What follows belongs to an exercise in optimizing a design on an open flow for small area and a short achievable clock period; a production flow would make more cautious choices. The RTL was checked by simulation tests, not by an equivalence proof against the original design. No activity file was given, so power comes from the tool's default toggle rates.

### flow/config.mk
export PLATFORM = sky130hd
export DESIGN_NAME = wave_capture
export DESIGN_NICKNAME = wave_capture
export VERILOG_FILES = /design/flow/design.v
export SDC_FILE = /design/flow/constraint.sdc
export NUM_CORES = 4
export LEC_CHECK = 0
export CAP_MARGIN = 20
export CORE_MARGIN = 2
export CORE_UTILIZATION = 50
export CTS_CLUSTER_DIAMETER = 60
export CTS_CLUSTER_SIZE = 30
export GPL_TIMING_DRIVEN = 0
export SETUP_SLACK_MARGIN = 1.2
export SLEW_MARGIN = 20
export SYNTH_HIERARCHICAL = 1
export SYNTH_MINIMUM_KEEP_SIZE = 0
### flow/constraint.sdc
create_clock -name core_clock -period 3.5 [get_ports {clk}]
set_input_delay 0.7000 -clock core_clock [delete_from_list [all_inputs] [get_ports {clk}]]
set_output_delay 0.7000 -clock core_clock [all_outputs]
set_load 0.01 [all_outputs]
### flow/design.v
package cap_pkg;
  localparam int unsigned cap_addr_w = 12;
  localparam logic [31:0] who_am_i_value = 32'h5A7E_0C01;
  localparam logic [31:0] dead_value     = 32'hDEAD_DEAD;
  localparam logic [3:0] reg_who_am_i   = 4'd0;
  localparam logic [3:0] reg_capt_depth = 4'd1;
  localparam logic [3:0] reg_data_w     = 4'd2;
  localparam logic [3:0] reg_trig_mode  = 4'd3;
  localparam logic [3:0] reg_trig_count = 4'd4;
  localparam logic [3:0] reg_capt_count = 4'd5;
  localparam logic [3:0] reg_go         = 4'd6;
  localparam logic [3:0] reg_capt_state = 4'd7;
  localparam logic [3:0] reg_trig_mask1 = 4'd8;
  localparam logic [3:0] reg_trig_mask2 = 4'd9;
  localparam logic [3:0] reg_trig_val1  = 4'd10;
  localparam logic [3:0] reg_trig_val2  = 4'd11;
  localparam logic [1:0] trig_none       = 2'd0;
  localparam logic [1:0] trig_single     = 2'd1;
  localparam logic [1:0] trig_continuous = 2'd2;
  localparam logic [1:0] st_idle    = 2'd0;
  localparam logic [1:0] st_armed   = 2'd1;
  localparam logic [1:0] st_capture = 2'd2;
  localparam logic [1:0] st_done    = 2'd3;
endpackage
`timescale 1ns/1ps
module cap_dec #(
  parameter int aw = 7
) (
  input  logic [aw-1:0]      a_i,
  output logic [(1<<aw)-1:0] sel_o
);
  always_comb begin
    for (int i = 0; i < (1 << aw); i++) sel_o[i] = (a_i == aw'(i));
  end
endmodule
module cap_aoi3 (
  input  logic [2:0] d_i,
  input  logic [2:0] s_i,
  output logic       yn_o
);
  assign yn_o = ~|(d_i & s_i);
endmodule
module cap_ortree #(
  parameter int n = 43
) (
  input  logic [n-1:0] yn_i,
  output logic         y_o
);
  assign y_o = ~&yn_i;
endmodule
`timescale 1ns/1ps
module wave_capture #(
  parameter int data_w     = 16,
  parameter int capt_depth = 128
) (
  input  logic              clk,
  input  logic              rst,
  input  logic [data_w-1:0] din_i,
  input  logic [31:0]       paddr_i,
  input  logic              pwrite_i,
  input  logic [31:0]       pwdata_i,
  input  logic              psel_i,
  input  logic              penable_i,
  output logic              pready_o,
  output logic [31:0]       prdata_o,
  output logic              pslverr_o
);
  localparam int aw = $clog2(capt_depth);
  localparam logic [aw-1:0] last_addr = aw'(capt_depth - 1);
  assign pslverr_o = 1'b0;
  logic [11:0] addr;
  logic        mem_sel;
  logic        reg_ok;
  logic [3:0]  reg_idx;
  logic        setup;
  logic        reg_wr;
  assign addr    = paddr_i[13:2];
  assign mem_sel = addr[11];
  assign reg_ok  = (addr[10:4] == 7'd0);
  assign reg_idx = addr[3:0];
  assign setup   = psel_i && !penable_i;
  assign reg_wr  = setup && pwrite_i && !mem_sel && reg_ok;
  logic [1:0]        trig_mode;
  logic              go;
  logic [data_w-1:0] trig_mask1;
  logic [data_w-1:0] trig_mask2;
  logic [data_w-1:0] trig_val1;
  logic [data_w-1:0] trig_val2;
  logic [31:0]       trig_count;
  logic [31:0]       capt_count;
  logic              mem_rd_pend;
  logic              trig_event;
  logic              capt_done;
  logic [1:0]        state;
  always_ff @(posedge clk) begin
    if (rst) begin
      pready_o    <= 1'b0;
      mem_rd_pend <= 1'b0;
      trig_mode   <= cap_pkg::trig_none;
      go          <= 1'b0;
      trig_mask1  <= '0;
      trig_mask2  <= '0;
      trig_val1   <= '0;
      trig_val2   <= '0;
      trig_count  <= '0;
      capt_count  <= '0;
    end else begin
      pready_o    <= (setup && (pwrite_i || !mem_sel)) || mem_rd_pend;
      mem_rd_pend <= setup && !pwrite_i && mem_sel;
      if (reg_wr && reg_idx == cap_pkg::reg_trig_count) trig_count <= pwdata_i;
      else if (trig_event)                                trig_count <= trig_count + 32'd1;
      if (reg_wr && reg_idx == cap_pkg::reg_capt_count) capt_count <= pwdata_i;
      else if (capt_done)                                 capt_count <= capt_count + 32'd1;
      if (reg_wr) begin
        case (reg_idx)
          cap_pkg::reg_trig_mode:  trig_mode  <= pwdata_i[1:0];
          cap_pkg::reg_go:         go         <= pwdata_i[0];
          cap_pkg::reg_trig_mask1: trig_mask1 <= pwdata_i[data_w-1:0];
          cap_pkg::reg_trig_mask2: trig_mask2 <= pwdata_i[data_w-1:0];
          cap_pkg::reg_trig_val1:  trig_val1  <= pwdata_i[data_w-1:0];
          cap_pkg::reg_trig_val2:  trig_val2  <= pwdata_i[data_w-1:0];
          default: ;
        endcase
      end
    end
  end
  logic [31:0] reg_rdata;
  always_comb begin
    reg_rdata = cap_pkg::dead_value;
    if (reg_ok) begin
      case (reg_idx)
        cap_pkg::reg_who_am_i:   reg_rdata = cap_pkg::who_am_i_value;
        cap_pkg::reg_capt_depth: reg_rdata = 32'(capt_depth);
        cap_pkg::reg_data_w:     reg_rdata = 32'(data_w);
        cap_pkg::reg_trig_mode:  reg_rdata = {30'd0, trig_mode};
        cap_pkg::reg_trig_count: reg_rdata = trig_count;
        cap_pkg::reg_capt_count: reg_rdata = capt_count;
        cap_pkg::reg_go:         reg_rdata = {31'd0, go};
        cap_pkg::reg_capt_state: reg_rdata = {30'd0, state};
        cap_pkg::reg_trig_mask1: reg_rdata = 32'(trig_mask1);
        cap_pkg::reg_trig_mask2: reg_rdata = 32'(trig_mask2);
        cap_pkg::reg_trig_val1:  reg_rdata = 32'(trig_val1);
        cap_pkg::reg_trig_val2:  reg_rdata = 32'(trig_val2);
        default:                 reg_rdata = cap_pkg::dead_value;
      endcase
    end
  end
  logic [data_w-1:0] din_d;
  logic [data_w-1:0] din_dd;
  logic              hit;
  always_ff @(posedge clk) begin
    din_d  <= din_i;
    din_dd <= din_d;
  end
  always_ff @(posedge clk) begin
    if (rst) hit <= 1'b0;
    else     hit <= (((din_dd ^ trig_val1) & trig_mask1) == '0) &&
                    (((din_d  ^ trig_val2) & trig_mask2) == '0);
  end
  logic [aw-1:0] wr_addr;
  logic [aw-1:0] wr_addr_n;
  logic [1:0]    state_n;
  logic          restart;
  logic          in_cap;
  logic          armed_hit;
  assign restart   = (trig_mode == cap_pkg::trig_continuous) && hit;
  assign in_cap    = (state == cap_pkg::st_capture);
  assign armed_hit = (state == cap_pkg::st_armed) && hit;
  always_comb begin
    state_n   = state;
    wr_addr_n = wr_addr;
    capt_done = 1'b0;
    case (state)
      cap_pkg::st_idle: begin
        wr_addr_n = '0;
        if (go) state_n = (trig_mode == cap_pkg::trig_none) ? cap_pkg::st_capture : cap_pkg::st_armed;
      end
      cap_pkg::st_armed: begin
        if (hit) begin
          wr_addr_n = aw'(1);
          state_n   = cap_pkg::st_capture;
        end
      end
      cap_pkg::st_capture: begin
        if (restart) begin
          wr_addr_n = aw'(1);
        end else if (wr_addr == last_addr) begin
          capt_done = 1'b1;
          wr_addr_n = '0;
          state_n   = (trig_mode == cap_pkg::trig_continuous) ? cap_pkg::st_armed : cap_pkg::st_done;
        end else begin
          wr_addr_n = wr_addr + aw'(1);
        end
      end
      default: ;
    endcase
    if (!go) state_n = cap_pkg::st_idle;
  end
  always_ff @(posedge clk) begin
    if (rst) begin
      state   <= cap_pkg::st_idle;
      wr_addr <= '0;
    end else begin
      state   <= state_n;
      wr_addr <= wr_addr_n;
    end
  end
  assign trig_event = hit && go && (trig_mode != cap_pkg::trig_none);
  logic [capt_depth-1:0]        we;
  logic [capt_depth*data_w-1:0] mem;
  logic [capt_depth-1:0] wdec;
  cap_dec #(.aw(aw)) u_wdec (.a_i(wr_addr), .sel_o(wdec));
  always_comb begin
    we    = wdec & {capt_depth{in_cap && !restart}};
    we[0] = we[0] || armed_hit || (in_cap && restart);
  end
  for (genvar i = 0; i < capt_depth; i++) begin : g_word
    always_ff @(posedge clk) begin
      if (we[i]) mem[i*data_w +: data_w] <= din_dd;
    end
  end
  localparam int n_grp = (capt_depth + 2) / 3;
  logic                      mem_rd;
  logic [capt_depth-1:0]     rsel;
  logic [3*n_grp-1:0]        rsel_x;
  logic [3*n_grp*data_w-1:0] mem_x;
  logic [data_w-1:0]         grp_n [n_grp];
  logic [data_w-1:0]         rd_data;
  assign mem_rd = setup && !pwrite_i && mem_sel;
  always_ff @(posedge clk) begin
    for (int i = 0; i < capt_depth; i++) rsel[i] <= mem_rd && (addr[aw-1:0] == aw'(i));
  end
  assign rsel_x = (3*n_grp)'(rsel);
  assign mem_x  = (3*n_grp*data_w)'(mem);
  for (genvar k = 0; k < n_grp; k++) begin : g_grp
    for (genvar b = 0; b < data_w; b++) begin : g_bit
      cap_aoi3 u_aoi (
        .d_i  ({mem_x[(k*3+2)*data_w+b], mem_x[(k*3+1)*data_w+b], mem_x[(k*3)*data_w+b]}),
        .s_i  (rsel_x[k*3 +: 3]),
        .yn_o (grp_n[k][b])
      );
    end
  end
  for (genvar b = 0; b < data_w; b++) begin : g_or
    logic [n_grp-1:0] col;
    for (genvar k = 0; k < n_grp; k++) begin : g_col
      assign col[k] = grp_n[k][b];
    end
    cap_ortree #(.n(n_grp)) u_or (.yn_i(col), .y_o(rd_data[b]));
  end
  always_ff @(posedge clk) begin
    prdata_o <= 32'(rd_data) | (reg_rdata & {32{!mem_sel}});
  end
endmodule
### flow/run.sh
#!/bin/bash
# synth_recipe.tcl (not shown) runs the flow's synth.tcl, then flattens the netlist and writes it again
# the make line also repeats each setting of config.mk as NAME=value (left out here)
make -C /OpenROAD-flow-scripts/flow DESIGN_CONFIG=/design/flow/config.mk WORK_HOME=/design/flow/orfs CLKGATE_MAP_FILE= SYNTH_SCRIPT=/design/flow/synth_recipe.tcl finish
==> results of run 1 <==
==> per-layer routing <==
layer	part of all wire	wire length, um	global-route usage
met1	0.39	102000	0.400
met2	0.46	120000	0.436
met3	0.10	26700	0.0491
met5	0	0	0
met4	0.042	10900	0.113
==> per-module statistics from Yosys, one instance, submodules excluded, a selection <==
module,cell area [um^2],flops+latches,times used
cap_aoi3,10.0,0,688
wave_capture,75200,2383,1
==> synth_stat cells (44+ instances only) <==
| library cell | count |
|---|---|
| clkbuf_1 | 100 |
| nand3_1 | 72 |
| and3_1 | 139 |
| nand4_1 | 186 |
| nand2_1 | 176 |
| nor3_1 | 44 |
| a21oi_1 | 85 |
| a211oi_1 | 44 |
| a222oi_1 | 689 |
| nor2_1 | 332 |
| xor2_1 | 57 |
| dfxtp_1 | 335 |
| edfxtp_1 | 2048 |
==> placed cells by master, fill, tap and decap left out, types with 23 or more instances in the layout <==
cell type and n:
dfxtp_2 45, buf_12 52, clkbuf_4 23, a211oi_1 44
nor3_1 31, a222oi_1 689, a21oi_1 85, dfxtp_4 36
clkbuf_1 45, nand3_1 52, buf_6 25, nor2_2 45
nor2_1 297, clkdlybuf4s50_1 58, a22oi_1 43, clkbuf_2 32
buf_2 27, xor2_1 57, buf_4 67, xnor2_1 37
nor4_4 33, clkbuf_16 145, nand4_1 186, nand2_1 164
dlymetal6s2s_1 33, conb_1 33, edfxtp_1 2048, and3_4 187
dfxtp_1 254
==> area by class of cell <==
class | count | share of cell area
clock buffer | 151 | 0.0369
sequential | 2383 | 0.696
antenna | 2 | 0.0000509
multi-input combinational | 2281 | 0.185
timing repair buffer | 225 | 0.0297
clock inverter | 111 | 0.0145
inverter | 11 | 0.000420
tap | 2204 | 0.0280
buffer | 152 | 0.00973
==> worst max path at each step <==
stage                                end  slack, ns
after floorplan           capt_count[21]       1.20
after global placement          rsel[80]      -0.94
after detailed placement       rsel[120]      -0.63
after CTS                    prdata_o[4]       0.60
after global routing         prdata_o[9]       0.59
final                       prdata_o[10]       0.56
==> registers in the layout, indices dropped and copies added, names as in the netlist <==
signal and flops:
go 1, trig_mask1 16, din_dd 16, trig_val2 16
mem 2048, prdata_o 32, capt_count 32, pready_o 1
trig_count 32, din_d 16, mem_rd_pend 1, hit 1
trig_mask2 16, trig_mode 2, rsel 128, state 2
trig_val1 16, wr_addr 7
==> power by group <==
part | leakage, nW | internal (mW) | switching, mW
logic | 7.57 | 0.278 | 0.710
registers | 21.2 | 30.8 | 0.133
clock network | 2.45 | 8.82 | 10.2
==> stage by stage <==
step / worst slack (ns) / hold slack [ns] / power [mW] / instance area (um^2)
3_3_place_gp: -0.943 / 0.352 / 32.4 / 88300
5_1_grt: 0.593 / 0.297 / 52.2 / 98300
2_1_floorplan: 1.20 / 0.342 / 31.8 / 84600
6_report: 0.561 / 0.324 / 50.9 / 98300
3_5_place_dp: -0.626 / 0.351 / 32.5 / 89300
4_1_cts: 0.596 / 0.278 / 51.1 / 96100
==> cell families after synthesis <==
group	after synthesis	synth area share
XOR/XNOR	94	0.00975
buffers and inverters	163	0.00865
adder cells (fa/ha/maj)	6	0.000889
multiplexers	13	0.00172
AND/OR/NAND/NOR	1106	0.0680
flip-flops	2383	0.808
AO/OA/AOI/OAI	948	0.103
other	1	0.0000444
==> timing repair <==
action / in CTS / in global routing
setup endpoints to repair: 2376 / 2313
pin swaps: 93 / 143
gates cloned: 11 / 71
hold buffers: 0 / 0
resized for setup: 348 / 434
buffers inserted: 48 / 45
==> key figures, run 1 <==
Status
  – Status: finished clean

Worst setup path
  – Worst Setup SP: rsel[75]
  – CP peak stage delay: 0.81 ns
  – Worst path slowest cell: nor3_1
  – Critical Path RT: 4.20 ns
  – Startpoint Class: register
  – WP buf/inv: 0
  – Arrival @ worst endpoint: 3.64 ns
  – Critical path depth: 5
  – Reg2reg end: prdata_o[10]
  – Critical-path cell list: a222oi_1 > nand3_1 > nor3_1 > nand3_2 > or2_1
  – Largest delay contributor family on the critical path: simple AND/OR/NAND/NOR gates
  – Setup CP Type: reg2reg
  – R2R Path Start: rsel[75]
  – Reg2Reg Depth: 5
  – Crit-path max FO: 16
  – R2R Setup Slk: 0.56 ns
  – Critical Path End Type: register

Routing
  – Avg Vias per Cell: 6.85
  – Vias: 51500
  – DRC: 0
  – Antenna viol nets, final: 0
  – Total wire length: 259000 um
  – Iter 0 DRT Violations: 10500
  – TritonRoute pass-1 iters: 12
  – Drt wl/cell: 34.5 um

Timing
  – Hold Violations, Final: 0
  – Setup repair after global routing missed its margin: true
  – Min Tclk post-route: 2.94 ns
  – Clk_skew: 0.0434 ns
  – Final setup fails: 0
  – Final period util: 0.840
  – Slew Limit Fails: 0
  – Worst slew pin tran: 0.971 ns
  – Max-slew headroom: 0.353
  – Fmax: 0.340 GHz
  – Final TNS setup: 0 ns

Die
  – Die area: 172000 um^2
  – Initial core utilization: 0.505
  – Die H: 415 um
  – CORE AREA: 167000 um^2
  – I/O Pins: 119
  – Rows: 150
  – Die width: 415 um

Worst hold path
  – Min-Delay Path Depth: 1
  – Hold Path Class: in2reg
  – Hold Path Origin: din_i[14]
  – Hold path endpoint: din_d[14]

Clock tree
  – Bufs on Longest Clock Path: 3
  – Clk pin slew, worst setup/hold paths: 0.09 ns
  – Root buffer cell: clkbuf_16
  – Num CTS Buffers: 141
  – H-tree Lvls: 4
  – TritonCTS Sinks: 2383
  – CTS tree: yes
  – Worst skew pair latency: 0.82 ns

Place
  – Placed Instances: 7081
  – GPL Wtd Cong: 0.936
  – IO Port Bufs: 91
  – Post-DP HPWL: 158000 um

Synth
  – Register area share after synthesis: 0.808
  – Post-synth top area share: 0.728
  – Post-synth cell types: 69
  – Post-synth top area cell: edfxtp_1
  – YS warnings: 9
  – EDFF count, synth: 2048
  – Main synth FF type: edfxtp_1
  – Synthesized instance count: 4714
  – Fraction of registers with async set/reset: 0
  – FF+latch count, synth: 2383
  – Dominant cells by area after synthesis: edfxtp_1 (73%), a222oi_1 (8.2%), dfxtp_1 (7.9%)
  – Mapped cell area: 84500 um^2
  – Mapped Avg Cell Area: 17.9 um^2

Global routing
  – Overflow after GRT: 0
  – Global-route wire length before repair: 348000 um
  – Largest net degree at the start of global routing: 66
  – Vias in the first global route: 47300
  – Gr usage total: 0.282
  – Initial antenna violation count: 0

Finish
  – Sequential Area: 68400 um^2
  – Non-filler instance count after layout: 7520
  – Area Overhead vs Synth: 16.4%
  – Layout cells sized above 1: 0.183
  – FILL cells: 12600
  – Post-layout util: 0.587
  – Final #Nets: 5286
  – Area occupied by multi-input gates: 18200 um^2

Power
  – Maximum vdd drop: 542 uV
  – Static Leak: 31.2 nW
  – PD cells: 518 nW/um^2

Job
  – Maxcap violations: 0
==> run 2, diff against run 1 <==
--- a/flow/design.v
+++ b/flow/design.v
@@ -23,30 +23,24 @@
   localparam logic [1:0] st_done    = 2'd3;
 endpackage
 `timescale 1ns/1ps
-module cap_dec #(
-  parameter int aw = 7
-) (
-  input  logic [aw-1:0]      a_i,
-  output logic [(1<<aw)-1:0] sel_o
-);
-  always_comb begin
-    for (int i = 0; i < (1 << aw); i++) sel_o[i] = (a_i == aw'(i));
-  end
-endmodule
-module cap_aoi3 (
-  input  logic [2:0] d_i,
-  input  logic [2:0] s_i,
-  output logic       yn_o
-);
-  assign yn_o = ~|(d_i & s_i);
-endmodule
-module cap_ortree #(
-  parameter int n = 43
-) (
-  input  logic [n-1:0] yn_i,
-  output logic         y_o
-);
-  assign y_o = ~&yn_i;
+module cap_oai2 (
+  input  logic [1:0] qn_i,
+  input  logic [1:0] sn_i,
+  output logic       y_o
+);
+  assign y_o = ~((sn_i[0] | qn_i[0]) & (sn_i[1] | qn_i[1]));
+endmodule
+module cap_nor2 (
+  input  logic [1:0] a_i,
+  output logic       y_o
+);
+  assign y_o = ~|a_i;
+endmodule
+module cap_nand4 (
+  input  logic [3:0] a_i,
+  output logic       y_o
+);
+  assign y_o = ~&a_i;
 endmodule
 `timescale 1ns/1ps
 module wave_capture #(
@@ -148,28 +142,30 @@
   logic [data_w-1:0] din_d;
   logic [data_w-1:0] din_dd;
   logic              hit;
+  logic              match;
+  assign match = (((din_dd ^ trig_val1) & trig_mask1) == '0) &&
+                 (((din_d  ^ trig_val2) & trig_mask2) == '0);
   always_ff @(posedge clk) begin
     din_d  <= din_i;
     din_dd <= din_d;
   end
   always_ff @(posedge clk) begin
     if (rst) hit <= 1'b0;
-    else     hit <= (((din_dd ^ trig_val1) & trig_mask1) == '0) &&
-                    (((din_d  ^ trig_val2) & trig_mask2) == '0);
+    else     hit <= match;
   end
   logic [aw-1:0] wr_addr;
   logic [aw-1:0] wr_addr_n;
   logic [1:0]    state_n;
   logic          restart;
-  logic          in_cap;
-  logic          armed_hit;
   assign restart   = (trig_mode == cap_pkg::trig_continuous) && hit;
-  assign in_cap    = (state == cap_pkg::st_capture);
-  assign armed_hit = (state == cap_pkg::st_armed) && hit;
+  logic [1:0] trig_mode_n;
+  assign trig_mode_n = (reg_wr && reg_idx == cap_pkg::reg_trig_mode) ? pwdata_i[1:0] : trig_mode;
+  logic cap_seq_n;
+  assign cap_seq_n = (state_n == cap_pkg::st_capture) &&
+                     !(match && trig_mode_n == cap_pkg::trig_continuous);
   always_comb begin
     state_n   = state;
     wr_addr_n = wr_addr;
-    capt_done = 1'b0;
     case (state)
       cap_pkg::st_idle: begin
         wr_addr_n = '0;
@@ -185,7 +181,6 @@
         if (restart) begin
           wr_addr_n = aw'(1);
         end else if (wr_addr == last_addr) begin
-          capt_done = 1'b1;
           wr_addr_n = '0;
           state_n   = (trig_mode == cap_pkg::trig_continuous) ? cap_pkg::st_armed : cap_pkg::st_done;
         end else begin
@@ -205,48 +200,67 @@
       wr_addr <= wr_addr_n;
     end
   end
+  always_ff @(posedge clk) begin
+    if (rst) capt_done <= 1'b0;
+    else     capt_done <= cap_seq_n && (wr_addr_n == last_addr);
+  end
   assign trig_event = hit && go && (trig_mode != cap_pkg::trig_none);
   logic [capt_depth-1:0]        we;
-  logic [capt_depth*data_w-1:0] mem;
-  logic [capt_depth-1:0] wdec;
-  cap_dec #(.aw(aw)) u_wdec (.a_i(wr_addr), .sel_o(wdec));
+  logic [capt_depth*data_w-1:0] mem;    
+  logic [15:0] wr_hi;
+  logic [7:0]  wr_lo;
+  logic        w0_force;
+  always_ff @(posedge clk) begin
+    if (rst) begin
+      wr_hi    <= '0;
+      wr_lo    <= '0;
+      w0_force <= 1'b0;
+    end else begin
+      for (int i = 0; i < 16; i++) wr_hi[i] <= (wr_addr_n[6:3] == 4'(i));
+      for (int j = 0; j < 8; j++)  wr_lo[j] <= cap_seq_n && (wr_addr_n[2:0] == 3'(j));
+      w0_force <= match && ((state_n == cap_pkg::st_armed) ||
+                            (state_n == cap_pkg::st_capture && trig_mode_n == cap_pkg::trig_continuous));
+    end
+  end
   always_comb begin
-    we    = wdec & {capt_depth{in_cap && !restart}};
-    we[0] = we[0] || armed_hit || (in_cap && restart);
+    for (int i = 0; i < capt_depth; i++) we[i] = wr_hi[i/8] && wr_lo[i%8];
+    we[0] = we[0] || w0_force;
   end
   for (genvar i = 0; i < capt_depth; i++) begin : g_word
     always_ff @(posedge clk) begin
-      if (we[i]) mem[i*data_w +: data_w] <= din_dd;
-    end
-  end
-  localparam int n_grp = (capt_depth + 2) / 3;
-  logic                      mem_rd;
-  logic [capt_depth-1:0]     rsel;
-  logic [3*n_grp-1:0]        rsel_x;
-  logic [3*n_grp*data_w-1:0] mem_x;
-  logic [data_w-1:0]         grp_n [n_grp];
-  logic [data_w-1:0]         rd_data;
+      if (we[i]) mem[i*data_w +: data_w] <= ~din_dd;
+    end
+  end
+  localparam int n_grp = capt_depth / 2;
+  logic                    mem_rd;
+  logic [capt_depth-1:0]   rsel_n;
+  logic [n_grp-1:0]        grp [data_w];
+  logic [data_w-1:0]       rd_data;
   assign mem_rd = setup && !pwrite_i && mem_sel;
   always_ff @(posedge clk) begin
-    for (int i = 0; i < capt_depth; i++) rsel[i] <= mem_rd && (addr[aw-1:0] == aw'(i));
-  end
-  assign rsel_x = (3*n_grp)'(rsel);
-  assign mem_x  = (3*n_grp*data_w)'(mem);
-  for (genvar k = 0; k < n_grp; k++) begin : g_grp
-    for (genvar b = 0; b < data_w; b++) begin : g_bit
-      cap_aoi3 u_aoi (
-        .d_i  ({mem_x[(k*3+2)*data_w+b], mem_x[(k*3+1)*data_w+b], mem_x[(k*3)*data_w+b]}),
-        .s_i  (rsel_x[k*3 +: 3]),
-        .yn_o (grp_n[k][b])
+    for (int i = 0; i < capt_depth; i++) rsel_n[i] <= !(mem_rd && (addr[aw-1:0] == aw'(i)));
+  end
+  for (genvar b = 0; b < data_w; b++) begin : g_bit
+    for (genvar k = 0; k < n_grp; k++) begin : g_grp
+      cap_oai2 u_oai (
+        .qn_i ({mem[(k*2+1)*data_w+b], mem[(k*2)*data_w+b]}),
+        .sn_i (rsel_n[k*2 +: 2]),
+        .y_o  (grp[b][k])
       );
     end
-  end
-  for (genvar b = 0; b < data_w; b++) begin : g_or
-    logic [n_grp-1:0] col;
-    for (genvar k = 0; k < n_grp; k++) begin : g_col
-      assign col[k] = grp_n[k][b];
-    end
-    cap_ortree #(.n(n_grp)) u_or (.yn_i(col), .y_o(rd_data[b]));
+    logic [31:0] l1_n;
+    logic [7:0]  l2;
+    logic [3:0]  l3_n;
+    for (genvar k = 0; k < 32; k++) begin : g_l1
+      cap_nor2 u_nor (.a_i(grp[b][k*2 +: 2]), .y_o(l1_n[k]));
+    end
+    for (genvar k = 0; k < 8; k++) begin : g_l2
+      cap_nand4 u_nand (.a_i(l1_n[k*4 +: 4]), .y_o(l2[k]));
+    end
+    for (genvar k = 0; k < 4; k++) begin : g_l3
+      cap_nor2 u_nor (.a_i(l2[k*2 +: 2]), .y_o(l3_n[k]));
+    end
+    cap_nand4 u_l4 (.a_i(l3_n), .y_o(rd_data[b]));
   end
   always_ff @(posedge clk) begin
     prdata_o <= 32'(rd_data) | (reg_rdata & {32{!mem_sel}});
--- a/flow/config.mk
+++ b/flow/config.mk
@@ -11,7 +11,7 @@
 export CTS_CLUSTER_DIAMETER = 60
 export CTS_CLUSTER_SIZE = 30
 export GPL_TIMING_DRIVEN = 0
-export SETUP_SLACK_MARGIN = 1.2
+export SETUP_SLACK_MARGIN = 1.8
 export SLEW_MARGIN = 20
 export SYNTH_HIERARCHICAL = 1
 export SYNTH_MINIMUM_KEEP_SIZE = 0
==> key figures, run 2 <==
Finish
  – Post-layout util: 0.606 (was 0.587)
  – Sequential Area: 69300 um^2 (was 68400 um^2)
  – Non-filler instance count after layout: 8384 (was 7520)
  – Final #Nets: 6127 (was 5286)
  – Commonest non-fill, non-tap cell in the layout: edfxtp_1 (unchanged)
  – Largest register FFs: 2048 (unchanged)
  – Largest Register: mem (unchanged)
  – Area occupied by multi-input gates: 18300 um^2 (was 18200 um^2)
  – Top flop regs: mem x2048, rsel_n x128 (was mem x2048, rsel x128)
  – Area Overhead vs Synth: 20.4% (was 16.4%)
  – FILL cells: 12500 (was 12600)
  – Post-route cell area: 103000 um^2 (was 98300 um^2)
  – Layout cells sized above 1: 0.247 (was 0.183)
  – Most frequent cells in the layout: edfxtp_1 (2048), o22ai_1 (998), nor2_1 (528) (was edfxtp_1 (2048), a222oi_1 (689), nor2_1 (297))

Routing
  – Metal2 WL: 118000 um (was 120000 um)
  – Antenna viol nets, final: 0 (unchanged)
  – Drt wl/cell: 30.8 um (was 34.5 um)
  – TritonRoute pass-1 iters: 7 (was 12)
  – DR WL met3: 25700 um (was 26700 um)
  – Vias: 52800 (was 51500)
  – Iter 0 DRT Violations: 7234 (was 10500)
  – Top sig layer: met5 (was met4)
  – DRC: 0 (unchanged)
  – Avg Vias per Cell: 6.29 (was 6.85)
  – Met1 wire length: 103000 um (was 102000 um)
  – Total wire length: 258000 um (was 259000 um)

Worst setup path
  – Critical Path End Type: register (unchanged)
  – Worst path slowest cell: dfxtp_4 (was nor3_1)
  – Worst Setup SP: rsel_n[122] (was rsel[75])
  – Critical Path RT: 4.17 ns (was 4.20 ns)
  – Setup CP Type: reg2reg (unchanged)
  – Arrival @ worst endpoint: 2.97 ns (was 3.64 ns)
  – Startpoint Class: register (unchanged)
  – Critical-path cell list: o22ai_1 > nor2_2 > nand4_1 > nor2_2 > nand4_1 > o21bai_4 (was a222oi_1 > nand3_1 > nor3_1 > nand3_2 > or2_1)
  – CP peak stage delay: 0.47 ns (was 0.81 ns)
  – Crit-path max FO: 11 (was 16)
  – R2R Path Start: rsel_n[122] (was rsel[75])

Synth
  – Post-synth top area cell: edfxtp_1 (unchanged)
  – EDFF count, synth: 2048 (unchanged)
  – Fraction of registers with async set/reset: 0 (unchanged)
  – Post-synth cell types: 68 (was 69)
  – Dominant cells by area after synthesis: edfxtp_1 (72%), dfxtp_1 (8.5%), o22ai_1 (7.5%) (was edfxtp_1 (73%), a222oi_1 (8.2%), dfxtp_1 (7.9%))
  – Synthesized instance count: 5391 (was 4714)
  – Mapped cell area: 85200 um^2 (was 84500 um^2)
  – YS warnings: 8 (was 9)
  – FF+latch count, synth: 2409 (was 2383)
  – Count leader, synth: edfxtp_1 (unchanged)
  – Post-synth top area share: 0.722 (was 0.728)
  – Mapped Avg Cell Area: 15.8 um^2 (was 17.9 um^2)
  – Main synth FF type: edfxtp_1 (unchanged)
  – Most frequent cells after synthesis: edfxtp_1 (2048), o22ai_1 (1025), nor2_1 (687) (was edfxtp_1 (2048), a222oi_1 (689), dfxtp_1 (335))
  – Register area share after synthesis: 0.807 (was 0.808)

Timing
  – Min Tclk post-route: 2.30 ns (was 2.94 ns)
  – Max-slew headroom: 0.343 (was 0.353)
  – Slew Limit Fails: 0 (unchanged)
  – Clk_skew: 0.0404 ns (was 0.0434 ns)
  – Worst slew pin tran: 0.985 ns (was 0.971 ns)
  – Fmax: 0.435 GHz (was 0.340 GHz)
  – Hold Violations, Final: 0 (unchanged)
  – Setup repair after global routing missed its margin: true (unchanged)
  – Hold_ws: 0.211 ns (was 0.324 ns)
  – Final period util: 0.656 (was 0.840)
  – Final setup fails: 0 (unchanged)
  – Final TNS setup: 0 ns (unchanged)

Power
  – Switching share of power: 0.217 (about the same)
  – Static Leak: 32.6 nW (was 31.2 nW)
  – Seq pwr share: 0.601 (was 0.607)
  – PD cells: 504 nW/um^2 (was 518 nW/um^2)
  – Clock share of power: 0.376 (was 0.374)
  – Switching power: 11.2 mW (was 11.1 mW)
  – Int Power: 40.5 mW (was 39.9 mW)
  – Logic pwr share: 0.023 (was 0.019)
  – Maximum vdd drop: 547 uV (was 542 uV)

Die
  – I/O Pins: 119 (unchanged)
  – Die H: 417 um (was 415 um)
  – CORE AREA: 169000 um^2 (was 167000 um^2)
  – Rows: 151 (was 150)
  – Die width: 417 um (was 415 um)
  – Initial core utilization: 0.503 (was 0.505)
  – Die area: 174000 um^2 (was 172000 um^2)

Global routing
  – Overflow after GRT: 0 (unchanged)
  – Vias in the first global route: 49400 (was 47300)
  – Largest net degree at the start of global routing: 41 (was 66)
  – Global-route wire length before repair: 361000 um (was 348000 um)
  – Gr usage total: 0.292 (was 0.282)
  – Initial antenna violation count: 14 (was 0)

Place
  – IO Port Bufs: 91 (unchanged)
  – Post-DP HPWL: 164000 um (was 158000 um)
  – Placed Instances: 7782 (was 7081)
  – Post-placement cell area: 91400 um^2 (was 89300 um^2)
  – GPL Wtd Cong: 0.897 (was 0.936)

Clock tree
  – Num CTS Buffers: 140 (was 141)
  – H-tree Lvls: 4 (unchanged)
  – Worst skew pair latency: 0.82 ns (about the same)
  – Root buffer cell: clkbuf_16 (unchanged)
  – Clk pin slew, worst setup/hold paths: 0.10 ns (was 0.09 ns)
  – CTS tree: yes (unchanged)
  – Bufs on Longest Clock Path: 3 (unchanged)
  – TritonCTS Sinks: 2409 (was 2383)

Worst hold path
  – Hold Path Origin: paddr_i[6] (was din_i[14])
  – Hold Path Class: in2reg (unchanged)

Status
  – Status: finished clean (unchanged)

Job
  – Maxcap violations: 0 (unchanged)
==> run 2: cell types whose count changed after synthesis, sizes merged, moves of 20 or more <==
cell,delta
nand2,+129
a22oi,+30
and2,+132
nor2,+341
nand4,-21
o22ai,+1025
nor4,-37
dfxtp,+26
clkbuf,-36
a222oi,-686
nor3,-29
xnor2,-20
nand3,-38
and3,-116
==> run 2: layer usage <==
| layer | vias up | GRT usage |
|---|---|---|
| met5 | - | 0 |
| met4 | 6 | 0.111 |
| met2 | 2754 | 0.452 |
| met3 | 468 | 0.0524 |
| li1 | 22800 | - |
| met1 | 26800 | 0.417 |
==> run 2: kinds of logic (layout without fill, tap and decap cells) <==
| kind of cell | count (synthesis) | count (layout) | synth area share |
|---|---|---|---|
| multiplexers | 6 | 6 | 0.000720 |
| XOR/XNOR | 90 | 90 | 0.00925 |
| other | 1 | 9 | 0.0000440 |
| flip-flops | 2409 | 2409 | 0.807 |
| adder cells (fa/ha/maj) | 3 | 3 | 0.000441 |
| AO/OA/AOI/OAI | 1301 | 1301 | 0.0971 |
| AND/OR/NAND/NOR | 1455 | 1457 | 0.0794 |
| buffers and inverters | 126 | 891 | 0.00618 |
==> run 2: what timing repair did <==
action | 4_1_cts | 5_1_grt
gates cloned | 9 | 6
setup endpoints to repair | 2950 | 441
pin swaps | 184 | 170
hold buffers | 0 | 0
resized for setup | 988 | 256
buffers inserted | 237 | 81
==> run 2: worst max-delay path, delay by kind of cell, from the launching register on <==
family / cells / cell delay (ns)
AOI/OAI and AO/OA: 2 / 0.42
DFF: 1 / 0.47
and+or+nand+nor: 4 / 1.24
==> run 2: per-module statistics from Yosys (local to each module, per instance) <==
| module | copies in the design | cells inside | cell area (um^2) | flops+latches |
|---|---|---|---|---|
| cap_nand4 | 144 | 1 | 6.26 | 0 |
| wave_capture | 1 | 3647 | 75700 | 2409 |
| cap_nor2 | 576 | 1 | 3.75 | 0 |
| cap_oai2 | 1024 | 1 | 6.26 | 0 |
==> run 2: path summary, 6_finish.rpt <==
path | to | slack, ns | cells past startpoint
setup reg to reg | prdata_o[6] | 1.20 | 6
setup / recovery | prdata_o[6] | 1.20 | 6
hold reg to reg | din_dd[8] | 0.36 | 0
hold / removal | rsel_n[74] | 0.21 | 3
==> run 2: through the flow <==
step / power, mW / setup slack [ns]
after CTS: 51.9 / 1.33
after detailed placement: 32.9 / -0.546
after floorplan: 32.2 / 1.39
final: 51.7 / 1.20
after global placement: 32.8 / -1.64
after global routing: 52.9 / 1.26
==> run 2: cell type report <==
class | instances | area share
antenna | 8 | 0.000195
buffer | 99 | 0.00968
clock buffer | 156 | 0.0367
clock inverter | 105 | 0.0139
inverter | 27 | 0.00160
multi-input combinational | 2858 | 0.179
sequential | 2409 | 0.676
tap | 2218 | 0.0271
timing repair buffer | 497 | 0.0556
timing repair inverter | 7 | 0.000391
==> run 2: power by group through the flow <==
| stage | sequential (mW) | clock [mW] | combinational, mW |
|---|---|---|---|
| 4_1_cts | 31.1 | 19.7 | 1.16 |
| 3_3_place_gp | 31.9 | 0 | 0.910 |
| 3_5_place_dp | 31.8 | 0 | 1.11 |
| 2_1_floorplan | 31.8 | 0 | 0.355 |
| 6_report | 31.0 | 19.4 | 1.18 |
| 5_1_grt | 31.0 | 20.7 | 1.23 |
==> run 3, diff against run 2 <==
--- a/flow/design.v
+++ b/flow/design.v
@@ -204,7 +204,12 @@
     if (rst) capt_done <= 1'b0;
     else     capt_done <= cap_seq_n && (wr_addr_n == last_addr);
   end
-  assign trig_event = hit && go && (trig_mode != cap_pkg::trig_none);
+  logic go_n;
+  assign go_n = (reg_wr && reg_idx == cap_pkg::reg_go) ? pwdata_i[0] : go;
+  always_ff @(posedge clk) begin
+    if (rst) trig_event <= 1'b0;
+    else     trig_event <= match && go_n && (trig_mode_n != cap_pkg::trig_none);
+  end
   logic [capt_depth-1:0]        we;
   logic [capt_depth*data_w-1:0] mem;    
   logic [15:0] wr_hi;
@@ -235,10 +240,13 @@
   logic                    mem_rd;
   logic [capt_depth-1:0]   rsel_n;
   logic [n_grp-1:0]        grp [data_w];
+  logic [3:0]              part_n [data_w];
   logic [data_w-1:0]       rd_data;
+  logic [31:0]             reg_part;
+  assign reg_part = reg_rdata & {32{!mem_sel}};
   assign mem_rd = setup && !pwrite_i && mem_sel;
-  always_ff @(posedge clk) begin
-    for (int i = 0; i < capt_depth; i++) rsel_n[i] <= !(mem_rd && (addr[aw-1:0] == aw'(i)));
+  always_comb begin
+    for (int i = 0; i < capt_depth; i++) rsel_n[i] = !(mem_rd && (addr[aw-1:0] == aw'(i)));
   end
   for (genvar b = 0; b < data_w; b++) begin : g_bit
     for (genvar k = 0; k < n_grp; k++) begin : g_grp
@@ -260,9 +268,12 @@
     for (genvar k = 0; k < 4; k++) begin : g_l3
       cap_nor2 u_nor (.a_i(l2[k*2 +: 2]), .y_o(l3_n[k]));
     end
-    cap_nand4 u_l4 (.a_i(l3_n), .y_o(rd_data[b]));
-  end
-  always_ff @(posedge clk) begin
-    prdata_o <= 32'(rd_data) | (reg_rdata & {32{!mem_sel}});
-  end
-endmodule
+    always_ff @(posedge clk) begin
+      part_n[b] <= l3_n;
+    end
+    assign rd_data[b] = ~&part_n[b];
+  end
+  always_ff @(posedge clk) begin
+    prdata_o <= {reg_part[31:data_w], rd_data | reg_part[data_w-1:0]};
+  end
+endmodule
==> key figures, run 3 <==
Synth
  – Dominant cells by area after synthesis: edfxtp_1 (73%), o22ai_1 (7.6%), dfxtp_1 (7.1%) (was edfxtp_1 (72%), dfxtp_1 (8.5%), o22ai_1 (7.5%))
  – EDFF count, synth: 2048 (unchanged)
  – Post-synth top area cell: edfxtp_1 (unchanged)
  – FF+latch count, synth: 2346 (was 2409)
  – Main synth FF type: edfxtp_1 (unchanged)
  – Post-synth top area share: 0.732 (was 0.722)
  – YS warnings: 10 (was 8)
  – Post-synth cell types: 63 (was 68)
  – Fraction of registers with async set/reset: 0 (unchanged)
  – Most frequent cells after synthesis: edfxtp_1 (2048), o22ai_1 (1025), nor2_1 (728) (was edfxtp_1 (2048), o22ai_1 (1025), nor2_1 (687))
  – Count leader, synth: edfxtp_1 (unchanged)
  – Register area share after synthesis: 0.803 (was 0.807)
  – Mapped cell area: 84000 um^2 (was 85200 um^2)
  – Mapped Avg Cell Area: 15.7 um^2 (was 15.8 um^2)
  – Synthesized instance count: 5362 (was 5391)

Worst setup path
  – Setup CP Type: in2reg (was reg2reg)
  – Startpoint Class: input pin (was register)
  – Worst path slowest cell: or3_4 (was dfxtp_4)
  – Crit-path max FO: 8 (was 11)
  – CP peak stage delay: 0.36 ns (was 0.47 ns)
  – Reg2Reg Depth: 8 (was 6)
  – Critical Path End Type: register (unchanged)
  – Arrival @ worst endpoint: 2.88 ns (was 2.97 ns)
  – Critical Path RT: 4.18 ns (was 4.17 ns)
  – Critical-path cell list: buf_6 > or2_4 > clkbuf_16 > or3_4 > nor2_4 > buf_12 > buf_6 > nand2_8 > o22ai_4 > nor2_2 > nand4_1 > nor2_4 (was o22ai_1 > nor2_2 > nand4_1 > nor2_2 > nand4_1 > o21bai_4)
  – Reg2reg end: capt_done (was prdata_o[6])
  – R2R Path Start: trig_mode[1] (was rsel_n[122])
  – R2R Setup Slk: 1.38 ns (was 1.20 ns)
  – Worst Setup SP: paddr_i[2] (was rsel_n[122])
  – Crit path to: part_n[13][3] (was prdata_o[6])

Clock tree
  – CTS tree: yes (unchanged)
  – Worst skew pair latency: 0.82 ns (about the same)
  – TritonCTS Sinks: 2346 (was 2409)
  – Num CTS Buffers: 141 (was 140)
  – Bufs on Longest Clock Path: 3 (unchanged)
  – Root buffer cell: clkbuf_16 (unchanged)
  – H-tree Lvls: 4 (unchanged)
  – Clk pin slew, worst setup/hold paths: 0.09 ns (was 0.10 ns)

Place
  – Post-DP HPWL: 158000 um (was 164000 um)
  – GPL Wtd Cong: 0.885 (was 0.897)
  – IO Port Bufs: 89 (was 91)
  – Pre-CTS setup slack: -1.48 ns (was -0.546 ns)

Timing
  – Worst slew pin tran: 0.963 ns (was 0.985 ns)
  – Final setup fails: 0 (unchanged)
  – Slew Limit Fails: 0 (unchanged)
  – Clk_skew: 0.0447 ns (was 0.0404 ns)
  – PnR worst setup slack: 1.31 ns (was 1.20 ns)
  – Final TNS setup: 0 ns (unchanged)
  – Max-slew headroom: 0.354 (was 0.343)
  – Hold Violations, Final: 0 (unchanged)
  – Fmax: 0.456 GHz (was 0.435 GHz)
  – Final period util: 0.627 (was 0.656)
  – Min Tclk post-route: 2.19 ns (was 2.30 ns)
  – Setup repair after global routing missed its margin: true (unchanged)

Finish
  – Layout cells sized above 1: 0.272 (was 0.247)
  – Commonest non-fill, non-tap cell in the layout: edfxtp_1 (unchanged)
  – Top flop regs: mem x2048, part_n x64 (was mem x2048, rsel_n x128)
  – Most frequent cells in the layout: edfxtp_1 (2048), o22ai_1 (862), nor2_1 (528) (was edfxtp_1 (2048), o22ai_1 (998), nor2_1 (528))
  – Largest register FFs: 2048 (unchanged)
  – Final #Nets: 6013 (was 6127)
  – Sequential Area: 67700 um^2 (was 69300 um^2)
  – Area Overhead vs Synth: 22.9% (was 20.4%)
  – Largest Register: mem (unchanged)
  – Area occupied by multi-input gates: 21700 um^2 (was 18300 um^2)
  – FILL cells: 12100 (was 12500)

Power
  – Static Leak: 33.2 nW (was 32.6 nW)
  – Seq pwr share: 0.599 (was 0.601)
  – Logic pwr share: 0.026 (was 0.023)
  – Switching power: 11.1 mW (was 11.2 mW)
  – Switching share of power: 0.219 (was 0.217)
  – Maximum vdd drop: 530 uV (was 547 uV)
  – PD cells: 492 nW/um^2 (was 504 nW/um^2)
  – Clock share of power: 0.376 (about the same)
  – Int Power: 39.6 mW (was 40.5 mW)

Routing
  – Drt wl/cell: 31.0 um (was 30.8 um)
  – Iter 0 DRT Violations: 7570 (was 7234)
  – Antenna viol nets, final: 0 (unchanged)
  – Avg Vias per Cell: 6.39 (was 6.29)
  – DRC: 0 (unchanged)
  – Vias: 52700 (was 52800)
  – Total wire length: 255000 um (was 258000 um)
  – TritonRoute pass-1 iters: 6 (was 7)

Global routing
  – Met1 Resource Use GR: 0.404 (was 0.417)
  – Vias in the first global route: 47600 (was 49400)
  – Met3 usage in global routing: 0.0539 (was 0.0524)
  – Overflow after GRT: 0 (unchanged)
  – Gr usage total: 0.283 (was 0.292)
  – Largest net degree at the start of global routing: 41 (unchanged)
  – Global-route wire length before repair: 346000 um (was 361000 um)
  – Initial antenna violation count: 10 (was 14)
  – M2 GR Usage: 0.447 (was 0.452)
  – Most Used Layer, Global Route: met2 (unchanged)

Die
  – Die area: 171000 um^2 (was 174000 um^2)
  – CORE AREA: 167000 um^2 (was 169000 um^2)
  – Die H: 414 um (was 417 um)
  – Rows: 150 (was 151)
  – I/O Pins: 119 (unchanged)
  – Die width: 414 um (was 417 um)
  – Initial core utilization: 0.503 (about the same)

Worst hold path
  – Hold Path Class: in2reg (unchanged)

Status
  – Status: finished clean (unchanged)

Job
  – Maxcap violations: 0 (unchanged)
[run 3: power groups by stage]
stage	Combinational, mW	Sequential (mW)	Clock [mW]
after floorplan	0.349	31.1	0
after global placement	0.890	31.1	0
after detailed placement	1.07	31.0	0
after CTS	1.18	30.4	19.3
after global routing	1.35	30.4	20.3
final	1.31	30.4	19.1
[run 3: modules after synthesis, one instance, submodules excluded]
module        cell area [um^2]  flops+latches  times used  cells
cap_nor2                  3.75              0         576      1
wave_capture             74600           2346           1   3634
cap_nand4                 6.26              0         128      1
cap_oai2                  6.26              0        1024      1
[run 3: logic make-up (layout without fill, tap and decap cells)]
family,after synthesis,count (layout),share of synthesized area
compound gates,1285,1285,0.0968
xor+xnor,94,94,0.00980
fa+ha+maj,3,3,0.000447
buf+inv,119,773,0.00550
flops,2346,2346,0.803
mux,20,20,0.00246
other cells,1,7,0.0000447
simple gates,1494,1518,0.0817
[run 3: final cells by class]
cell class / instances / share of cell area
antenna: 6 / 0.000145
buffer: 94 / 0.0102
clock buffer: 154 / 0.0365
clock inverter: 104 / 0.0128
inverter: 25 / 0.00154
multi-input combinational: 2921 / 0.210
sequential: 2346 / 0.655
tap: 2204 / 0.0267
timing repair buffer: 387 / 0.0462
timing repair inverter: 9 / 0.000436
[run 3: worst max-delay path: cells and delay by family]
family          cells  cell delay [ns]
simple gates        7             1.33
compound gates      1             0.17
buf+inv             4             0.64
[run 3: timing repair]
item	in CTS	in global routing
cloned	17	30
setup buffers	78	135
setup endpoints to repair	2848	2942
hold buffers	0	0
resized for setup	796	933
pin swaps	153	230
[run 3: metrics by stage]
step	cell area, um^2	std cells	util	hold WS, ns	power [mW]
after floorplan	84700	5362	-	0.342	31.4
after global placement	88300	7655	0.529	0.351	32.0
after detailed placement	89800	7726	0.538	0.349	32.1
after CTS	98600	8079	0.590	0.181	50.9
after global routing	103000	8245	0.618	0.250	52.0
final	103000	8250	0.618	0.249	50.8
[run 3: how the worst min path moves through the flow]
stage | from | to | cells past startpoint
5_1_grt | penable_i | pready_o | 4
2_1_floorplan | din_d[0] | din_dd[0] | 0
6_report | penable_i | pready_o | 4
3_3_place_gp | din_d[3] | din_dd[3] | 0
4_1_cts | penable_i | pready_o | 4
3_5_place_dp | din_d[6] | din_dd[6] | 0
[run 3: routing by layer]
metal	part of all wire	vias to the layer above
met5	0.00028	-
met4	0.037	12
met3	0.097	463
met2	0.47	2752
met1	0.40	26900
li1	-	22600
==> run 4, diff against run 3 <==
--- a/flow/design.v
+++ b/flow/design.v
@@ -36,6 +36,12 @@
 );
   assign y_o = ~|a_i;
 endmodule
+module cap_nor3 (
+  input  logic [2:0] a_i,
+  output logic       y_o
+);
+  assign y_o = ~|a_i;
+endmodule
 module cap_nand4 (
   input  logic [3:0] a_i,
   output logic       y_o
@@ -240,13 +246,12 @@
   logic                    mem_rd;
   logic [capt_depth-1:0]   rsel_n;
   logic [n_grp-1:0]        grp [data_w];
-  logic [3:0]              part_n [data_w];
   logic [data_w-1:0]       rd_data;
   logic [31:0]             reg_part;
   assign reg_part = reg_rdata & {32{!mem_sel}};
   assign mem_rd = setup && !pwrite_i && mem_sel;
-  always_comb begin
-    for (int i = 0; i < capt_depth; i++) rsel_n[i] = !(mem_rd && (addr[aw-1:0] == aw'(i)));
+  always_ff @(posedge clk) begin
+    for (int i = 0; i < capt_depth; i++) rsel_n[i] <= !(mem_rd && (addr[aw-1:0] == aw'(i)));
   end
   for (genvar b = 0; b < data_w; b++) begin : g_bit
     for (genvar k = 0; k < n_grp; k++) begin : g_grp
@@ -265,15 +270,13 @@
     for (genvar k = 0; k < 8; k++) begin : g_l2
       cap_nand4 u_nand (.a_i(l1_n[k*4 +: 4]), .y_o(l2[k]));
     end
-    for (genvar k = 0; k < 4; k++) begin : g_l3
+    cap_nor3 u_l3r (.a_i({reg_part[b], l2[1:0]}), .y_o(l3_n[0]));
+    for (genvar k = 1; k < 4; k++) begin : g_l3
       cap_nor2 u_nor (.a_i(l2[k*2 +: 2]), .y_o(l3_n[k]));
     end
-    always_ff @(posedge clk) begin
-      part_n[b] <= l3_n;
-    end
-    assign rd_data[b] = ~&part_n[b];
-  end
-  always_ff @(posedge clk) begin
-    prdata_o <= {reg_part[31:data_w], rd_data | reg_part[data_w-1:0]};
-  end
-endmodule
+    cap_nand4 u_l4 (.a_i(l3_n), .y_o(rd_data[b]));
+  end
+  always_ff @(posedge clk) begin
+    prdata_o <= {reg_part[31:data_w], rd_data};
+  end
+endmodule
==> flow/flow/run.sh (new file) <==
#!/bin/bash
# Layout flow: the standard flow, unchanged, except that the port buffers that global
# placement inserts are plain sky130_fd_sc_hd__buf_4 cells instead of the delay-cell buffers
# buffer_ports picks by itself. Every input and output port still gets its buffer.
set -o pipefail
cp standard.sh standard_sh.log
export BUFFER_PORTS_ARGS="-buffer_cell sky130_fd_sc_hd__buf_4"
bash standard.sh > standard.log 2>&1
==> flow/standard.sh (new file) <==
#!/bin/bash
# synth_recipe.tcl (not shown) runs the flow's synth.tcl, then flattens the netlist and writes it again
# the make line also repeats each setting of config.mk as NAME=value (left out here)
make -C /OpenROAD-flow-scripts/flow DESIGN_CONFIG=/design/flow/config.mk WORK_HOME=/design/flow/orfs CLKGATE_MAP_FILE= SYNTH_SCRIPT=/design/flow/synth_recipe.tcl "${@:-finish}"
removed: flow/run.sh
==> key figures, run 4 <==
Routing
  – Drt wl/cell: 30.1 um (was 31.0 um)
  – Total wire length: 249000 um (was 255000 um)
  – Iter 0 DRT Violations: 7097 (was 7570)
  – TritonRoute pass-1 iters: 6 (unchanged)
  – Avg Vias per Cell: 6.28 (was 6.39)
  – Antenna viol nets, final: 0 (unchanged)
  – DRC: 0 (unchanged)
  – Vias: 52100 (was 52700)

Global routing
  – M2 GR Usage: 0.432 (was 0.447)
  – Met3 usage in global routing: 0.0509 (was 0.0539)
  – Overflow after GRT: 0 (unchanged)
  – Met1 Resource Use GR: 0.403 (was 0.404)
  – Largest net degree at the start of global routing: 45 (was 41)
  – Global-route wire length before repair: 346000 um (about the same)
  – Most Used Layer, Global Route: met2 (unchanged)
  – Vias in the first global route: 47900 (was 47600)
  – Gr usage total: 0.279 (was 0.283)
  – Initial antenna violation count: 12 (was 10)

Finish
  – FILL cells: 12500 (was 12100)
  – Commonest non-fill, non-tap cell in the layout: edfxtp_1 (unchanged)
  – Post-layout util: 0.600 (was 0.618)
  – Area Overhead vs Synth: 19.2% (was 22.9%)
  – Largest Register: mem (unchanged)
  – Layout cells sized above 1: 0.231 (was 0.272)
  – Top flop regs: mem x2048, rsel_n x128 (was mem x2048, part_n x64)
  – Largest register FFs: 2048 (unchanged)
  – Post-route cell area: 101000 um^2 (was 103000 um^2)
  – Final #Nets: 6043 (was 6013)
  – Non-filler instance count after layout: 8301 (was 8250)
  – Most frequent cells in the layout: edfxtp_1 (2048), o22ai_1 (996), nor2_1 (594) (was edfxtp_1 (2048), o22ai_1 (862), nor2_1 (528))

Timing
  – Hold_ws: 0.169 ns (was 0.249 ns)
  – Final setup fails: 0 (unchanged)
  – Final period util: 0.691 (was 0.627)
  – Clk_skew: 0.0454 ns (was 0.0447 ns)
  – Fmax: 0.414 GHz (was 0.456 GHz)
  – Max-slew headroom: 0.302 (was 0.354)
  – Min Tclk post-route: 2.42 ns (was 2.19 ns)
  – Setup repair after global routing missed its margin: true (unchanged)
  – Slew Limit Fails: 0 (unchanged)
  – Worst slew pin tran: 1.04 ns (was 0.963 ns)
  – Hold Violations, Final: 0 (unchanged)

Synth
  – Register area share after synthesis: 0.808 (was 0.803)
  – Synthesized instance count: 5389 (was 5362)
  – Main synth FF type: edfxtp_1 (unchanged)
  – Count leader, synth: edfxtp_1 (unchanged)
  – Post-synth top area cell: edfxtp_1 (unchanged)
  – EDFF count, synth: 2048 (unchanged)
  – Post-synth top area share: 0.723 (was 0.732)
  – Mapped cell area: 85000 um^2 (was 84000 um^2)
  – Mapped Avg Cell Area: 15.8 um^2 (was 15.7 um^2)
  – FF+latch count, synth: 2410 (was 2346)
  – Fraction of registers with async set/reset: 0 (unchanged)
  – YS warnings: 8 (was 10)
  – Dominant cells by area after synthesis: edfxtp_1 (72%), dfxtp_1 (8.5%), o22ai_1 (7.5%) (was edfxtp_1 (73%), o22ai_1 (7.6%), dfxtp_1 (7.1%))
  – Post-synth cell types: 57 (was 63)
  – Most frequent cells after synthesis: edfxtp_1 (2048), o22ai_1 (1024), nor2_1 (689) (was edfxtp_1 (2048), o22ai_1 (1025), nor2_1 (728))

Power
  – Switching power: 11.2 mW (was 11.1 mW)
  – Total power: 51.8 mW (was 50.8 mW)
  – Clock share of power: 0.377 (was 0.376)
  – Int Power: 40.5 mW (was 39.6 mW)
  – Maximum vdd drop: 590 uV (was 530 uV)
  – Switching share of power: 0.217 (was 0.219)
  – PD cells: 510 nW/um^2 (was 492 nW/um^2)
  – Static Leak: 32.0 nW (was 33.2 nW)
  – Logic pwr share: 0.023 (was 0.026)
  – Seq pwr share: 0.601 (was 0.599)

Clock tree
  – Worst skew pair latency: 0.84 ns (was 0.82 ns)
  – H-tree Lvls: 4 (unchanged)
  – TritonCTS Sinks: 2410 (was 2346)
  – Num CTS Buffers: 145 (was 141)
  – CTS tree: yes (unchanged)
  – Root buffer cell: clkbuf_16 (unchanged)
  – Clk pin slew, worst setup/hold paths: 0.10 ns (was 0.09 ns)
  – Bufs on Longest Clock Path: 3 (unchanged)

Worst hold path
  – Hold Path Class: in2reg (unchanged)
  – Min-Delay Path Depth: 3 (was 4)
  – Hold Path Origin: pwdata_i[12] (was penable_i)

Die
  – I/O Pins: 119 (unchanged)
  – Initial core utilization: 0.503 (about the same)
  – Die width: 416 um (was 414 um)
  – Die area: 173000 um^2 (was 171000 um^2)
  – Rows: 151 (was 150)
  – Die H: 416 um (was 414 um)
  – CORE AREA: 169000 um^2 (was 167000 um^2)

Place
  – GPL Wtd Cong: 0.906 (was 0.885)
  – Post-placement cell area: 90400 um^2 (was 89800 um^2)
  – IO Port Bufs: 91 (was 89)
  – Post-DP HPWL: 156000 um (was 158000 um)
  – Placed Instances: 7754 (was 7726)

Worst setup path
  – Critical Path End Type: register (unchanged)
  – Worst Setup SP: rsel_n[14] (was paddr_i[2])
  – Arrival @ worst endpoint: 2.99 ns (was 2.88 ns)
  – Reg2Reg Depth: 6 (was 8)
  – R2R Path Start: rsel_n[14] (was trig_mode[1])
  – Crit-path max FO: 5 (was 8)
  – Startpoint Class: register (was input pin)
  – Critical Path RT: 4.07 ns (was 4.18 ns)
  – Setup CP Type: reg2reg (was in2reg)

Status
  – Status: finished clean (unchanged)

Job
  – Maxcap violations: 0 (unchanged)
[run 4: cell types whose count changed after synthesis, moves of 11 or more]
cell	delta
nand3_1	-13
a22oi_1	+25
nor3_2	+13
nor2b_1	+11
or3_1	+11
clkbuf_1	+11
dfxtp_1	+64
and4_1	-12
nor2_1	-39
[run 4: per-layer routing]
layer,vias to the layer above,wire (um)
met4,10,8570
met3,361,22800
met5,-,58
met2,2563,116000
li1,22600,-
met1,26600,102000
[run 4: Yosys stat by module (local to each module, per instance)]
module | cells inside | flops+latches | area [um^2] | copies in the design
cap_nor2 | 1 | 0 | 3.75 | 560
cap_nor3 | 1 | 0 | 10.0 | 16
wave_capture | 3645 | 2410 | 75500 | 1
cap_oai2 | 1 | 0 | 6.26 | 1024
cap_nand4 | 1 | 0 | 6.26 | 144
[run 4: layout make-up]
type                    count  area (um^2)  share of cell area
flip-flops and latches   2410        69200               0.683
multi-input cells        2859        18300               0.181
repair buffers            404         4610              0.0454
clock buffers             162         3910              0.0386
well taps                2218         2780              0.0274
clock inverters           106         1300              0.0128
plain buffers              98         1040              0.0103
inverters                  24          150             0.00148
repair inverters           13         72.6            0.000716
diodes                      7         17.5            0.000173
[run 4: cell families (layout without fill, tap and decap cells)]
family | after synthesis | after routing | synth area share
simple gates | 1460 | 1462 | 0.0785
fa+ha+maj | 3 | 3 | 0.000441
flops | 2410 | 2410 | 0.808
xor+xnor | 89 | 89 | 0.00917
buf+inv | 122 | 807 | 0.00563
mux | 10 | 10 | 0.00127
other cells | 1 | 8 | 0.0000441
compound gates | 1294 | 1294 | 0.0966
[run 4: worst max-delay path, stage by stage (launching register included)]
cell and delay [ns]:
dfxtp_4 0.41, buf_12 0.12, o22ai_1 0.13, nor2_2 0.22, nand4_1 0.40, nor3_4 0.46
nand4_1 0.37
[run 4: metrics by stage]
step / setup slack, ns / setup TNS (ns)
2_1_floorplan: 0.924 / 0
3_5_place_dp: -0.767 / -7.27
5_1_grt: 1.17 / 0
6_report: 1.08 / 0
3_3_place_gp: -0.739 / -30.77
4_1_cts: 1.20 / 0
[run 4: worst paths after layout]
check	slack, ns	to
max	1.08	prdata_o[6]
min	0.17	trig_val2[12]
max reg2reg	1.08	prdata_o[6]
min reg2reg	0.36	din_dd[6]
[run 4: power groups by stage]
stage / combinational [mW] / clock, mW / sequential, mW
global route: 1.22 / 20.7 / 31.1
global placement: 0.839 / 0 / 31.9
CTS: 1.15 / 19.7 / 31.1
floorplan: 0.332 / 0 / 31.8
detailed placement: 1.02 / 0 / 31.8
finish: 1.18 / 19.5 / 31.1
[run 4: timing repair]
action / 4_1_cts / 5_1_grt
endpoints found under the setup margin: 3026 / 511
gates cloned: 15 / 8
pin swaps: 149 / 149
hold buffers: 16 / 0
resized for setup: 813 / 254
hold endpoints to repair: 16 / 0
setup buffers: 156 / 77

afterwards: timing with drivers on the ports:
How much do the figures lean on ideal ports? The routed layouts below were timed once more, with nothing changed but the port constraints.
Step 1 assumes that a clkbuf_16 drives the clock port and a buf_2 every other input.
Step 2 also shifts input and output timing later by t, the mid clock arrival at the registers, as if the neighbouring blocks saw the same clock.
Slacks: ideal ports / drivers / drivers and shift; pairs: ideal ports / drivers.
run	t, ns	setup slack, ns	worst hold slack (ns)	clock arrival spread, ns	worst register clock-pin slew, ns
run 1	0.899	0.561 / 0.561 / 0.116	0.324 / 0.257 / 0.360	0.058 / 0.059	0.11 / 0.11
run 2	0.887	1.203 / 1.203 / 0.684	0.211 / 0.246 / 0.362	0.059 / 0.059	0.11 / 0.11
run 3	0.894	1.306 / 1.346 / 0.452	0.249 / 0.207 / 0.358	0.049 / 0.050	0.11 / 0.11
run 4	0.911	1.082 / 1.082 / 0.223	0.169 / 0.097 / 0.357	0.054 / 0.054	0.11 / 0.11
After both steps setup and hold are still met in every run listed. The setup slack of run 4, which loses most, moves by 0.000 ns with the drivers and by -0.859 ns with both steps.
